Source: an optimization exercise on an open RTL-to-GDS flow (aim: small area). Production flows keep margins and buffers that such runs may drop.
Function was checked by simulation only, so behaviour that the tests miss may differ from the original.
Power figures rest on the tool's default switching activity, not on a simulated workload.

==> juniper: inputs <==
==> flow/design.v <==
package adc_rx_pkg;
	localparam int LANES        = 16;   
	localparam int SAMPLE_BITS  = 12;   
	localparam int CHAN_BITS    = 4;
	localparam int SET_NUM_BITS = 8;
	localparam int SET_DEPTH = 2;
	localparam int CREDITS   = 4;    
	localparam int DROP_BITS = 8;
	localparam int CNT_BITS    = $clog2(SAMPLE_BITS);
	localparam int PTR_BITS    = $clog2(SET_DEPTH);
	localparam int FILL_BITS   = $clog2(SET_DEPTH + 1);
	localparam int CREDIT_BITS = $clog2(CREDITS + 1);
	localparam int SET_BITS = LANES * SAMPLE_BITS;   
endpackage
`timescale 1ns/100ps
module adc_rx_top (
	input  logic                                  CMS_CLK_P,
	input  logic                                  rst_n,
	input  logic [adc_rx_pkg::LANES-1:0]          adc_lanes,
	input  logic                                  adc_frame,
	input  logic                                  credit_return,
	output logic                                  sample_valid,
	output logic [adc_rx_pkg::CHAN_BITS-1:0]      sample_chan,
	output logic [adc_rx_pkg::SAMPLE_BITS-1:0]    sample_data,
	output logic [adc_rx_pkg::SET_NUM_BITS-1:0]   sample_set,
	output logic                                  sample_last,
	output logic [adc_rx_pkg::DROP_BITS-1:0]      dropped_sets
);
	localparam int L  = adc_rx_pkg::LANES;
	localparam int B  = adc_rx_pkg::SAMPLE_BITS;
	localparam int DM = L - 5;   
	function automatic integer lane_dly(input integer l);
		lane_dly = (l > 4) ? l - 4 : 0;
	endfunction
	function automatic [1:0] inc3(input [1:0] s);
		inc3 = (s == 2'd2) ? 2'd0 : s + 2'd1;
	endfunction
	logic [3:0] bit_cnt;     
	logic       set_valid;
	logic [7:0] set_num;
	always_ff @(posedge CMS_CLK_P or negedge rst_n) begin
		if (!rst_n) begin
			bit_cnt   <= 4'd0;
			set_valid <= 1'b0;
			set_num   <= 8'd0;
		end else begin
			set_valid <= ~adc_frame & (bit_cnt == 4'd11);
			if (set_valid)
				set_num <= set_num + 1'b1;
			if (adc_frame)
				bit_cnt <= 4'd1;
			else if (bit_cnt == 4'd11)
				bit_cnt <= 4'd0;
			else if (bit_cnt != 4'd0)
				bit_cnt <= bit_cnt + 1'b1;
		end
	end
	logic [3:0] phase;
	always_ff @(posedge CMS_CLK_P or negedge rst_n) begin
		if (!rst_n)
			phase <= 4'd0;
		else
			phase <= (phase == 4'd11) ? 4'd0 : phase + 1'b1;
	end
	logic [1:0] cur;
	logic [1:0] fill;
	logic       full;
	logic       wr_en;
	logic       take;
	logic [1:0] wr_slot;
	logic [1:0] ld_slot;
	assign full    = fill[1];
	assign wr_en   = set_valid & ~full;
	assign wr_slot = (fill == 2'd0) ? inc3(cur) : inc3(inc3(cur));
	assign ld_slot = (wr_en | full) ? inc3(wr_slot) : wr_slot;
	always_ff @(posedge CMS_CLK_P or negedge rst_n) begin
		if (!rst_n) begin
			cur          <= 2'd0;
			fill         <= 2'd0;
			dropped_sets <= 8'd0;
		end else begin
			if (take)
				cur <= inc3(cur);
			case ({wr_en, take})
				2'b10:   fill <= fill + 1'b1;
				2'b01:   fill <= fill - 1'b1;
				default: fill <= fill;
			endcase
			if (set_valid && full && dropped_sets != 8'hff)
				dropped_sets <= dropped_sets + 1'b1;
		end
	end
	logic       busy;
	logic [3:0] chan;        
	logic [2:0] credits;
	logic       emit;
	logic       finishing;
	assign emit      = busy & (credits != 3'd0);
	assign finishing = emit & (chan == 4'd15);
	assign take      = (fill != 2'd0) & (~busy | finishing);
	always_ff @(posedge CMS_CLK_P or negedge rst_n) begin
		if (!rst_n) begin
			busy         <= 1'b0;
			chan         <= 4'd0;
			credits      <= 3'd4;
			sample_valid <= 1'b0;
			sample_last  <= 1'b0;
		end else begin
			sample_valid <= emit;
			sample_last  <= finishing;
			if (take)
				busy <= 1'b1;
			else if (finishing)
				busy <= 1'b0;
			if (emit)
				chan <= chan + 1'b1;
			case ({emit, credit_return})
				2'b10: credits <= credits - 1'b1;
				2'b01: if (credits != 3'd4) credits <= credits + 1'b1;
				default: credits <= credits;
			endcase
		end
	end
	logic [DM:0][1:0] dslot;    
	logic [DM:0]      dfull;    
	logic [DM-1:0]    lane_pipe [L];
	logic [L-1:0]     lane_bit;
	logic [DM:1][1:0] dslot_q;
	logic [DM:1]      dfull_q;
	assign dslot = {dslot_q, ld_slot};
	assign dfull = {dfull_q, ld_slot == cur};
	always_ff @(posedge CMS_CLK_P) begin
		dslot_q <= dslot[DM-1:0];
		dfull_q <= dfull[DM-1:0] & {DM{~take}};   
		for (int l = 0; l < L; l++)
			lane_pipe[l] <= {lane_pipe[l][DM-2:0], adc_lanes[l]};
	end
	always_comb begin
		for (int l = 0; l < L; l++)
			lane_bit[l] = (lane_dly(l) == 0) ? adc_lanes[l] : lane_pipe[l][lane_dly(l) - 1];
	end
	logic [B-1:0] ring [3][L];
	logic [7:0]   num  [3];
	logic [3:0]   offs [3];
	logic [L-1:0] hold;         
	always_comb begin
		for (int l = 0; l < L; l++)
			hold[l] = dfull[lane_dly(l)] & ((chan < 4'(l)) | ((chan == 4'(l)) & ~emit));
	end
	always_ff @(posedge CMS_CLK_P) begin
		for (int s = 0; s < 3; s++) begin
			for (int l = 0; l < L; l++) begin
				for (int i = 0; i < B; i++) begin
					if (i == B - 1 - lane_dly(l))
						ring[s][l][i] <= (dslot[lane_dly(l)] == 2'(s) && !hold[l]) ? lane_bit[l]
						                 : ring[s][l][(i + 1) % B];
					else
						ring[s][l][i] <= ring[s][l][(i + 1) % B];
				end
			end
			if (wr_en && wr_slot == 2'(s)) begin
				num[s]  <= set_num;
				offs[s] <= phase;
			end
		end
	end
	logic [1:0]   out_slot;
	logic [3:0]   out_chan;
	logic [B-1:0] word;
	logic [4:0]   diff;
	logic [3:0]   rot;
	logic [B-1:0] r0, r1, r2, r3;
	assign word = ring[cur][chan];
	assign diff = {1'b0, phase} - {1'b0, offs[cur]};
	assign rot  = diff[4] ? diff[3:0] + 4'd12 : diff[3:0];
	always_comb begin
		for (int j = 0; j < B; j++)
			r0[j] = rot[0] ? word[(j + B - 1) % B] : word[j];
		for (int j = 0; j < B; j++)
			r1[j] = rot[1] ? r0[(j + B - 2) % B] : r0[j];
		for (int j = 0; j < B; j++)
			r2[j] = rot[2] ? r1[(j + B - 4) % B] : r1[j];
		for (int j = 0; j < B; j++)
			r3[j] = rot[3] ? r2[(j + B - 8) % B] : r2[j];
	end
	always_ff @(posedge CMS_CLK_P) begin
		out_slot    <= cur;
		out_chan    <= chan;
		sample_data <= r3;
	end
	assign sample_chan = out_chan;
	assign sample_set  = num[out_slot];
endmodule
==> flow/run.sh <==
#!/bin/bash
# synth_recipe.tcl (not shown) runs the flow's synth.tcl, then flattens the netlist and writes it again
# the make line also repeats each setting of config.mk as NAME=value (left out here)
make -C /OpenROAD-flow-scripts/flow DESIGN_CONFIG=/design/flow/config.mk WORK_HOME=/design/flow/orfs CLKGATE_MAP_FILE= SYNTH_SCRIPT=/design/flow/synth_recipe.tcl finish
==> flow/config.mk <==
export PLATFORM = sky130hd
export DESIGN_NAME = adc_rx_top
export DESIGN_NICKNAME = adc_rx_top
export VERILOG_FILES = /design/flow/design.v
export SDC_FILE = /design/flow/constraint.sdc
export NUM_CORES = 4
export LEC_CHECK = 0
export CAP_MARGIN = 20
export CORE_MARGIN = 2
export CORE_UTILIZATION = 30
export CTS_BUF_LIST = sky130_fd_sc_hd__clkbuf_8
export CTS_CLUSTER_DIAMETER = 60
export CTS_CLUSTER_SIZE = 16
export SLEW_MARGIN = 20
==> flow/constraint.sdc <==
create_clock -name core_clock -period 5.5 [get_ports {CMS_CLK_P}]
set_input_delay 1.1000 -clock core_clock [delete_from_list [all_inputs] [get_ports {CMS_CLK_P}]]
set_output_delay 1.1000 -clock core_clock [all_outputs]
set_load 0.01 [all_outputs]
==> cedar (differences from juniper) <==
--- a/flow/config.mk
+++ b/flow/config.mk
@@ -9,6 +9,3 @@
 export CORE_MARGIN = 2
 export CORE_UTILIZATION = 30
-export CTS_BUF_LIST = sky130_fd_sc_hd__clkbuf_8
-export CTS_CLUSTER_DIAMETER = 60
-export CTS_CLUSTER_SIZE = 16
 export SLEW_MARGIN = 20
==> raven (differences from juniper) <==
--- a/flow/config.mk
+++ b/flow/config.mk
@@ -9,6 +9,4 @@
 export CORE_MARGIN = 2
 export CORE_UTILIZATION = 30
-export CTS_BUF_LIST = sky130_fd_sc_hd__clkbuf_8
-export CTS_CLUSTER_DIAMETER = 60
-export CTS_CLUSTER_SIZE = 16
+export CTS_BUF_LIST = sky130_fd_sc_hd__clkbuf_4
 export SLEW_MARGIN = 20
==> run summary <==
item	raven	juniper	cedar
Routed length per placed instance	26.98 um	28.76 um	28.22 um
Share of cell area taken by flip-flops and latches	0.5777	0.6040	0.5684
Hold Crit Depth	-	0	0
DRT Pass-1 Iters	6	5	6
Iteration-0 DRC Markers	1945	2143	2425
Ratio of cells with drive above 1 in the final layout	0.1898	0.1091	0.1318
M1 WL	35930 um	35510 um	35570 um
# H-tree levels	4	2	3
Clock network contribution to total cell area	0.08329	0.04183	0.09838
Worst endpoint data arrival time	5.93 ns	5.65 ns	5.54 ns
Global-route usage over all layers	0.2089	0.2027	0.2047
Total design power	21.54 mW	20.09 mW	22.60 mW
Critical path required time	6.46 ns	6.17 ns	6.08 ns
Final routed wirelength across all metal layers	86050 um	84530 um	84620 um
Post-DR vias/cell	5.317	5.489	5.433
Number of diodes added for antenna fixing	5	2	1
Worst ir drop on vdd	0.4140 mV	0.4025 mV	0.4034 mV
Capture endpoint of the worst hold path	-	lane_pipe[15][6]$_DFF_P_	lane_pipe[15][3]$_DFF_P_
Met3 routed WL	9129 um	8659 um	8481 um
Outcome	no timing/DRC/antenna violations	no timing/DRC/antenna violations	no timing/DRC/antenna violations
Critical path endpoint	sample_data[6]$_DFF_P_	sample_data[6]$_DFF_P_	sample_data[10]$_DFF_P_
Nets	2047	1920	1939
Via Count	16.96k	16.13k	16.29k
Area growth from synthesis to layout	16.65%	11.57%	18.56%
Cell Pwr Density	781.0 nW/um2	761.5 nW/um2	806.1 nW/um2
Multi-input gate share of total cell area	0.2602	0.2720	0.2560

==> separate check: timing with driven ports <==
How much do the figures lean on ideal ports? The routed layouts below were timed once more, with nothing changed but the port constraints. Step 1 sets driving cells, clkbuf_16 on the clock port and buf_2 on the other inputs (assumed; they add their load-dependent delay and slew). Step 2, shift: input delay + t, output delay - t, t = (earliest + latest rising clock arrival at the registers) / 2. This alone moves slack from input paths to output paths. a / b / c = no drivers / after step 1 / after step 2; a / b = the first two.
run | t, ns | setup WS [ns] | worst slew at a driven data input, ns
juniper | 0.790 | 0.526 / 0.526 / 0.526 | 0.06
cedar | 0.698 | 0.536 / 0.536 / 0.536 | 0.06
raven | 1.081 | 0.525 / 0.525 / 0.525 | 0.07
After both steps setup and hold are still met in every run listed.
